This is an optimization exercise on Yosys and OpenROAD, whose aim is small area and a short achievable clock period, not a production implementation. RTL that was checked went through simulation tests only; none was proved equivalent to the original. Power figures rest on the tool's default switching activity, not on a simulated workload.

Setup of lane 4:
// cpuTop
module cpuTop (
	input logic clk,
	input logic rstN,
	input logic [15:0] instr,  
	input cpuPkg::word_t inBus,
	input cpuPkg::word_t ramRData,
	output cpuPkg::addr_t pc,
	output cpuPkg::addr_t ramAddr,
	output cpuPkg::word_t ramWData,
	output logic ramWe  
);
Size in the first run: roughly 1,700 cells after synthesis, roughly 87 I/O pins.
==> flow/config.mk <==
export PLATFORM = sky130hd
export DESIGN_NAME = cpuTop
export DESIGN_NICKNAME = cpuTop
export VERILOG_FILES = /design/flow/design.v
export SDC_FILE = /design/flow/constraint.sdc
export NUM_CORES = 4
export LEC_CHECK = 0
export CAP_MARGIN = 20
export CORE_MARGIN = 2
export CORE_UTILIZATION = 55
export SETUP_SLACK_MARGIN = 2.5
export SLEW_MARGIN = 20
export SYNTH_HIERARCHICAL = 1
==> flow/constraint.sdc <==
create_clock -name core_clock -period 10.5 [get_ports {clk}]
set_input_delay 2.1000 -clock core_clock [delete_from_list [all_inputs] [get_ports {clk}]]
set_output_delay 2.1000 -clock core_clock [all_outputs]
set_load 0.01 [all_outputs]
run.sh (not shown) runs the stock make flow with config.mk's settings and CLKGATE_MAP_FILE= SYNTH_SCRIPT=/design/flow/synth_recipe.tcl, a recipe that flattens the netlist after the stock synthesis.
Edits applied to the flow inputs when going from lane 4 to lane 2:
==> flow/flow/run.sh (new file) <==
#!/bin/bash
# The standard layout, except that the ports get plain buffers (buf_2) and
# timing repair may not use delay cells. Synthesis runs unchanged first.
set -euo pipefail

PLATFORM_DONT_USE="sky130_fd_sc_hd__probe_p_8 sky130_fd_sc_hd__probec_p_8 sky130_fd_sc_hd__lpflow_bleeder_1 sky130_fd_sc_hd__lpflow_clkbufkapwr_1 sky130_fd_sc_hd__lpflow_clkbufkapwr_16 sky130_fd_sc_hd__lpflow_clkbufkapwr_2 sky130_fd_sc_hd__lpflow_clkbufkapwr_4 sky130_fd_sc_hd__lpflow_clkbufkapwr_8 sky130_fd_sc_hd__lpflow_clkinvkapwr_1 sky130_fd_sc_hd__lpflow_clkinvkapwr_16 sky130_fd_sc_hd__lpflow_clkinvkapwr_2 sky130_fd_sc_hd__lpflow_clkinvkapwr_4 sky130_fd_sc_hd__lpflow_clkinvkapwr_8 sky130_fd_sc_hd__lpflow_decapkapwr_12 sky130_fd_sc_hd__lpflow_decapkapwr_3 sky130_fd_sc_hd__lpflow_decapkapwr_4 sky130_fd_sc_hd__lpflow_decapkapwr_6 sky130_fd_sc_hd__lpflow_decapkapwr_8 sky130_fd_sc_hd__lpflow_inputiso0n_1 sky130_fd_sc_hd__lpflow_inputiso0p_1 sky130_fd_sc_hd__lpflow_inputiso1n_1 sky130_fd_sc_hd__lpflow_inputiso1p_1 sky130_fd_sc_hd__lpflow_inputisolatch_1 sky130_fd_sc_hd__lpflow_isobufsrc_1 sky130_fd_sc_hd__lpflow_isobufsrc_16 sky130_fd_sc_hd__lpflow_isobufsrc_2 sky130_fd_sc_hd__lpflow_isobufsrc_4 sky130_fd_sc_hd__lpflow_isobufsrc_8 sky130_fd_sc_hd__lpflow_isobufsrckapwr_16 sky130_fd_sc_hd__lpflow_lsbuf_lh_hl_isowell_tap_1 sky130_fd_sc_hd__lpflow_lsbuf_lh_hl_isowell_tap_2 sky130_fd_sc_hd__lpflow_lsbuf_lh_hl_isowell_tap_4 sky130_fd_sc_hd__lpflow_lsbuf_lh_isowell_4 sky130_fd_sc_hd__lpflow_lsbuf_lh_isowell_tap_1 sky130_fd_sc_hd__lpflow_lsbuf_lh_isowell_tap_2 sky130_fd_sc_hd__lpflow_lsbuf_lh_isowell_tap_4"
DELAY_CELLS="sky130_fd_sc_hd__clkdlybuf4s15_1 sky130_fd_sc_hd__clkdlybuf4s15_2 sky130_fd_sc_hd__clkdlybuf4s18_1 sky130_fd_sc_hd__clkdlybuf4s18_2 sky130_fd_sc_hd__clkdlybuf4s25_1 sky130_fd_sc_hd__clkdlybuf4s25_2 sky130_fd_sc_hd__clkdlybuf4s50_1 sky130_fd_sc_hd__clkdlybuf4s50_2 sky130_fd_sc_hd__dlygate4sd1_1 sky130_fd_sc_hd__dlygate4sd2_1 sky130_fd_sc_hd__dlygate4sd3_1 sky130_fd_sc_hd__dlymetal6s2s_1 sky130_fd_sc_hd__dlymetal6s4s_1 sky130_fd_sc_hd__dlymetal6s6s_1"

bash standard.sh synth > run_synth.log 2>&1
bash standard.sh "DONT_USE_CELLS=$PLATFORM_DONT_USE $DELAY_CELLS" \
	"BUFFER_PORTS_ARGS=-buffer_cell sky130_fd_sc_hd__buf_2" finish > run_layout.log 2>&1
==> flow/standard.sh (new file) <==
#!/bin/bash
# synth_recipe.tcl (not shown) runs the flow's synth.tcl, then flattens the netlist and writes it again
# the make line also repeats each setting of config.mk as NAME=value (left out here)
make -C /OpenROAD-flow-scripts/flow DESIGN_CONFIG=/design/flow/config.mk WORK_HOME=/design/flow/orfs CLKGATE_MAP_FILE= SYNTH_SCRIPT=/design/flow/synth_recipe.tcl "${@:-finish}"
removed: flow/run.sh
Findings:
Lane 4 → lane 2: relative area change from synthesis to final layout has decreased, power consumption has decreased, proportion of power drawn by combinational gates has decreased, final cycle utilization of the critical path has increased, global-route wire length before repair has increased. [compare] base=lane 4 new=lane 2: via count +about 2.5%, non-clock buffer count in the final layout +7.
Function was not checked in any run of this note: the RTL went through the layout flow alone.

* * *

Another version of the RTL of cpuTop (not shown whole).
==> flow/config.mk <==
export PLATFORM = sky130hd
export DESIGN_NAME = cpuTop
export DESIGN_NICKNAME = cpuTop
export VERILOG_FILES = /design/flow/design.v
export SDC_FILE = /design/flow/constraint.sdc
export NUM_CORES = 4
export LEC_CHECK = 0
export CAP_MARGIN = 20
export CORE_MARGIN = 2
export CORE_UTILIZATION = 58
export CTS_BUF_LIST = sky130_fd_sc_hd__clkbuf_8
export CTS_CLUSTER_DIAMETER = 50
export CTS_CLUSTER_SIZE = 16
export SETUP_SLACK_MARGIN = 4.0
export SLEW_MARGIN = 20
export SYNTH_HIERARCHICAL = 1
export TNS_END_PERCENT = 5
==> flow/constraint.sdc <==
create_clock -name core_clock -period 10.5 [get_ports {clk}]
set_input_delay 2.1000 -clock core_clock [delete_from_list [all_inputs] [get_ports {clk}]]
set_output_delay 2.1000 -clock core_clock [all_outputs]
set_load 0.01 [all_outputs]
standard.sh (not shown) runs the stock make flow with config.mk's settings and CLKGATE_MAP_FILE= SYNTH_SCRIPT=/design/flow/synth_recipe.tcl, a recipe that flattens the netlist after the stock synthesis.
==> flow/flow/run.sh <==
#!/bin/bash
# The standard layout, except that the ports get plain buffers (buf_2) and
# timing repair may not use delay cells. Synthesis runs unchanged first.
set -euo pipefail

PLATFORM_DONT_USE="sky130_fd_sc_hd__probe_p_8 sky130_fd_sc_hd__probec_p_8 sky130_fd_sc_hd__lpflow_bleeder_1 sky130_fd_sc_hd__lpflow_clkbufkapwr_1 sky130_fd_sc_hd__lpflow_clkbufkapwr_16 sky130_fd_sc_hd__lpflow_clkbufkapwr_2 sky130_fd_sc_hd__lpflow_clkbufkapwr_4 sky130_fd_sc_hd__lpflow_clkbufkapwr_8 sky130_fd_sc_hd__lpflow_clkinvkapwr_1 sky130_fd_sc_hd__lpflow_clkinvkapwr_16 sky130_fd_sc_hd__lpflow_clkinvkapwr_2 sky130_fd_sc_hd__lpflow_clkinvkapwr_4 sky130_fd_sc_hd__lpflow_clkinvkapwr_8 sky130_fd_sc_hd__lpflow_decapkapwr_12 sky130_fd_sc_hd__lpflow_decapkapwr_3 sky130_fd_sc_hd__lpflow_decapkapwr_4 sky130_fd_sc_hd__lpflow_decapkapwr_6 sky130_fd_sc_hd__lpflow_decapkapwr_8 sky130_fd_sc_hd__lpflow_inputiso0n_1 sky130_fd_sc_hd__lpflow_inputiso0p_1 sky130_fd_sc_hd__lpflow_inputiso1n_1 sky130_fd_sc_hd__lpflow_inputiso1p_1 sky130_fd_sc_hd__lpflow_inputisolatch_1 sky130_fd_sc_hd__lpflow_isobufsrc_1 sky130_fd_sc_hd__lpflow_isobufsrc_16 sky130_fd_sc_hd__lpflow_isobufsrc_2 sky130_fd_sc_hd__lpflow_isobufsrc_4 sky130_fd_sc_hd__lpflow_isobufsrc_8 sky130_fd_sc_hd__lpflow_isobufsrckapwr_16 sky130_fd_sc_hd__lpflow_lsbuf_lh_hl_isowell_tap_1 sky130_fd_sc_hd__lpflow_lsbuf_lh_hl_isowell_tap_2 sky130_fd_sc_hd__lpflow_lsbuf_lh_hl_isowell_tap_4 sky130_fd_sc_hd__lpflow_lsbuf_lh_isowell_4 sky130_fd_sc_hd__lpflow_lsbuf_lh_isowell_tap_1 sky130_fd_sc_hd__lpflow_lsbuf_lh_isowell_tap_2 sky130_fd_sc_hd__lpflow_lsbuf_lh_isowell_tap_4"
DELAY_CELLS="sky130_fd_sc_hd__clkdlybuf4s15_1 sky130_fd_sc_hd__clkdlybuf4s15_2 sky130_fd_sc_hd__clkdlybuf4s18_1 sky130_fd_sc_hd__clkdlybuf4s18_2 sky130_fd_sc_hd__clkdlybuf4s25_1 sky130_fd_sc_hd__clkdlybuf4s25_2 sky130_fd_sc_hd__clkdlybuf4s50_1 sky130_fd_sc_hd__clkdlybuf4s50_2 sky130_fd_sc_hd__dlygate4sd1_1 sky130_fd_sc_hd__dlygate4sd2_1 sky130_fd_sc_hd__dlygate4sd3_1 sky130_fd_sc_hd__dlymetal6s2s_1 sky130_fd_sc_hd__dlymetal6s4s_1 sky130_fd_sc_hd__dlymetal6s6s_1"

bash standard.sh synth > run_synth.log 2>&1
bash standard.sh "DONT_USE_CELLS=$PLATFORM_DONT_USE $DELAY_CELLS" \
	"BUFFER_PORTS_ARGS=-buffer_cell sky130_fd_sc_hd__buf_2" finish > run_layout.log 2>&1
The starting point completed with no timing, DRC or antenna violations.
==> next run, changes <==
Settings changed: CORE_UTILIZATION 58 to 66.
The changed run completed with no timing, DRC or antenna violations; design area came out higher by 0.74%; clock-buffer cell count goes down by 1; critical path depth rose by 6; routed wire length drops by 2.9%; global-route usage increases by 3.6 points; core utilization goes up by 10 points; area after synthesis stays the same; clock power stays flat; clock skew hardly moves; sequential power is about the same; cell count drops by 2.0%.
==> next run, changes <==
--- a/flow/flow/run.sh
+++ b/flow/flow/run.sh
@@ -2,2 +2,3 @@
-# The standard layout, except that the ports get plain buffers (buf_2) and
-# timing repair may not use delay cells. Synthesis runs unchanged first.
+# The standard layout, except that the ports get plain buffers (buf_2),
+# timing repair may not use delay cells, and clock tree synthesis inserts no
+# dummy loads. Synthesis runs unchanged first.
@@ -11 +12,3 @@
-	"BUFFER_PORTS_ARGS=-buffer_cell sky130_fd_sc_hd__buf_2" finish > run_layout.log 2>&1
+	"BUFFER_PORTS_ARGS=-buffer_cell sky130_fd_sc_hd__buf_2" \
+	"CTS_ARGS=-sink_clustering_enable -repair_clock_nets -sink_clustering_size 16 -sink_clustering_max_diameter 50 -buf_list sky130_fd_sc_hd__clkbuf_8 -dont_use_dummy_load" \
+	finish > run_layout.log 2>&1
Settings changed: CORE_UTILIZATION 66 to 58, SETUP_SLACK_MARGIN 4.0 to 4.25.
What happened:
- The changed run finished clean
- die area is higher by 14%
- total power shrinks by 0.30%
- worst hold slack got worse by 0.0037 ns
- final area rose by 3.4%
- cell count came out higher by 4.6%
- utilization is lower by 7.4 points
==> next run, changes <==
--- a/flow/flow/run.sh
+++ b/flow/flow/run.sh
@@ -2,3 +2,2 @@
-# The standard layout, except that the ports get plain buffers (buf_2),
-# timing repair may not use delay cells, and clock tree synthesis inserts no
-# dummy loads. Synthesis runs unchanged first.
+# The standard layout, except that the ports get plain buffers (buf_2) and
+# timing repair may not use delay cells. Synthesis runs unchanged first.
@@ -12,3 +11 @@
-	"BUFFER_PORTS_ARGS=-buffer_cell sky130_fd_sc_hd__buf_2" \
-	"CTS_ARGS=-sink_clustering_enable -repair_clock_nets -sink_clustering_size 16 -sink_clustering_max_diameter 50 -buf_list sky130_fd_sc_hd__clkbuf_8 -dont_use_dummy_load" \
-	finish > run_layout.log 2>&1
+	"BUFFER_PORTS_ARGS=-buffer_cell sky130_fd_sc_hd__buf_2" finish > run_layout.log 2>&1
Settings changed: CORE_UTILIZATION 58 to 45, SETUP_SLACK_MARGIN 4.25 to 5.0.
After rerunning: The changed run ran to the end with no violations. Register-to-register slack degrades by 0.04 ns. Core utilization drops by 12 points. Die area came out higher by about 30%. Combinational power went up by about 8%. Sequential share of layout area is lower by 3.1 points. Area after synthesis is unchanged. Routed wire length rose by about 11%. First-iteration DRC count shrinks by about 0.6%. Global-route usage is lower by 6.3 points. Design area is higher by 6.4%.
==> next run, changes <==
--- a/flow/flow/run.sh
+++ b/flow/flow/run.sh
@@ -2,2 +2,3 @@
-# The standard layout, except that the ports get plain buffers (buf_2) and
-# timing repair may not use delay cells. Synthesis runs unchanged first.
+# The standard layout, except that the ports get plain buffers (buf_2),
+# timing repair may not use delay cells, and clock tree synthesis inserts no
+# dummy loads. Synthesis runs unchanged first.
@@ -11 +12,3 @@
-	"BUFFER_PORTS_ARGS=-buffer_cell sky130_fd_sc_hd__buf_2" finish > run_layout.log 2>&1
+	"BUFFER_PORTS_ARGS=-buffer_cell sky130_fd_sc_hd__buf_2" \
+	"CTS_ARGS=-sink_clustering_enable -repair_clock_nets -sink_clustering_size 16 -sink_clustering_max_diameter 50 -buf_list sky130_fd_sc_hd__clkbuf_8 -dont_use_dummy_load" \
+	finish > run_layout.log 2>&1
Settings changed: SETUP_SLACK_MARGIN 5.0 to 4.0.
Outcome:
- core utilization decreases by 3.7 points
- design area came out lower by a few percent
- fmax came out lower by a few percent
- register-to-register slack degrades by 0.09 ns
- clock power falls by about a fifth
- global-route usage decreases by 1.3 points
==> next run, changes <==
Settings changed: CORE_UTILIZATION 45 to 58.
Global-route usage rises by 8.7 points.
Non-clock buffer count falls by 65.
Clock-buffer cell count falls by 8.
Die area falls by about 22%.
Cell area falls by 4.1%.

[what the ideal ports hide]
The flow's constraints put no driver on any port. The routed layouts listed below were extracted and timed again, unchanged, in two steps. Step 1 assumes that a clkbuf_16 drives the clock port and a buf_2 every other input. Step 2 times the ports against the registers' clock, not the clock port: input delays grow and output delays shrink by t, the midpoint of the rising clock arrivals with the driver on. Three values: ideal, step 1, step 2; two values: the first two.
run | t (ns) | setup slack, ns | hold WS [ns] | slew at the worst register clock pin (ns) | worst data-port slew with drivers (ns)
lane 4 | 0.666 | 2.466 / 2.445 / 2.128 | 0.518 / 0.518 / 0.518 | 0.07 / 0.07 | 0.06
lane 2 | 0.666 | 2.407 / 2.383 / 2.109 | 0.517 / 0.517 / 0.517 | 0.07 / 0.07 | 0.04
the first run of note 2 | 0.718 | 3.656 / 3.635 / 3.105 | 0.526 / 0.526 / 0.526 | 0.10 / 0.10 | 0.05
the second run of note 2 | 0.699 | 3.736 / 3.682 / 3.183 | 0.519 / 0.519 / 0.519 | 0.11 / 0.11 | 0.06
the third run of note 2 | 0.692 | 3.855 / 3.806 / 3.372 | 0.516 / 0.516 / 0.516 | 0.11 / 0.11 | 0.08
the fourth run of note 2 | 0.736 | 4.101 / 4.007 / 3.419 | 0.543 / 0.543 / 0.543 | 0.11 / 0.11 | 0.09
the fifth run of note 2 | 0.698 | 3.744 / 3.705 / 3.180 | 0.525 / 0.525 / 0.525 | 0.10 / 0.10 | 0.06
the sixth run of note 2 | 0.675 | 3.773 / 3.744 / 3.195 | 0.521 / 0.521 / 0.521 | 0.10 / 0.10 | 0.05
After both steps setup and hold are still met in every run listed. The setup slack of the fourth run of note 2, which loses most, moves by -0.094 ns with the drivers and by -0.682 ns with both steps.
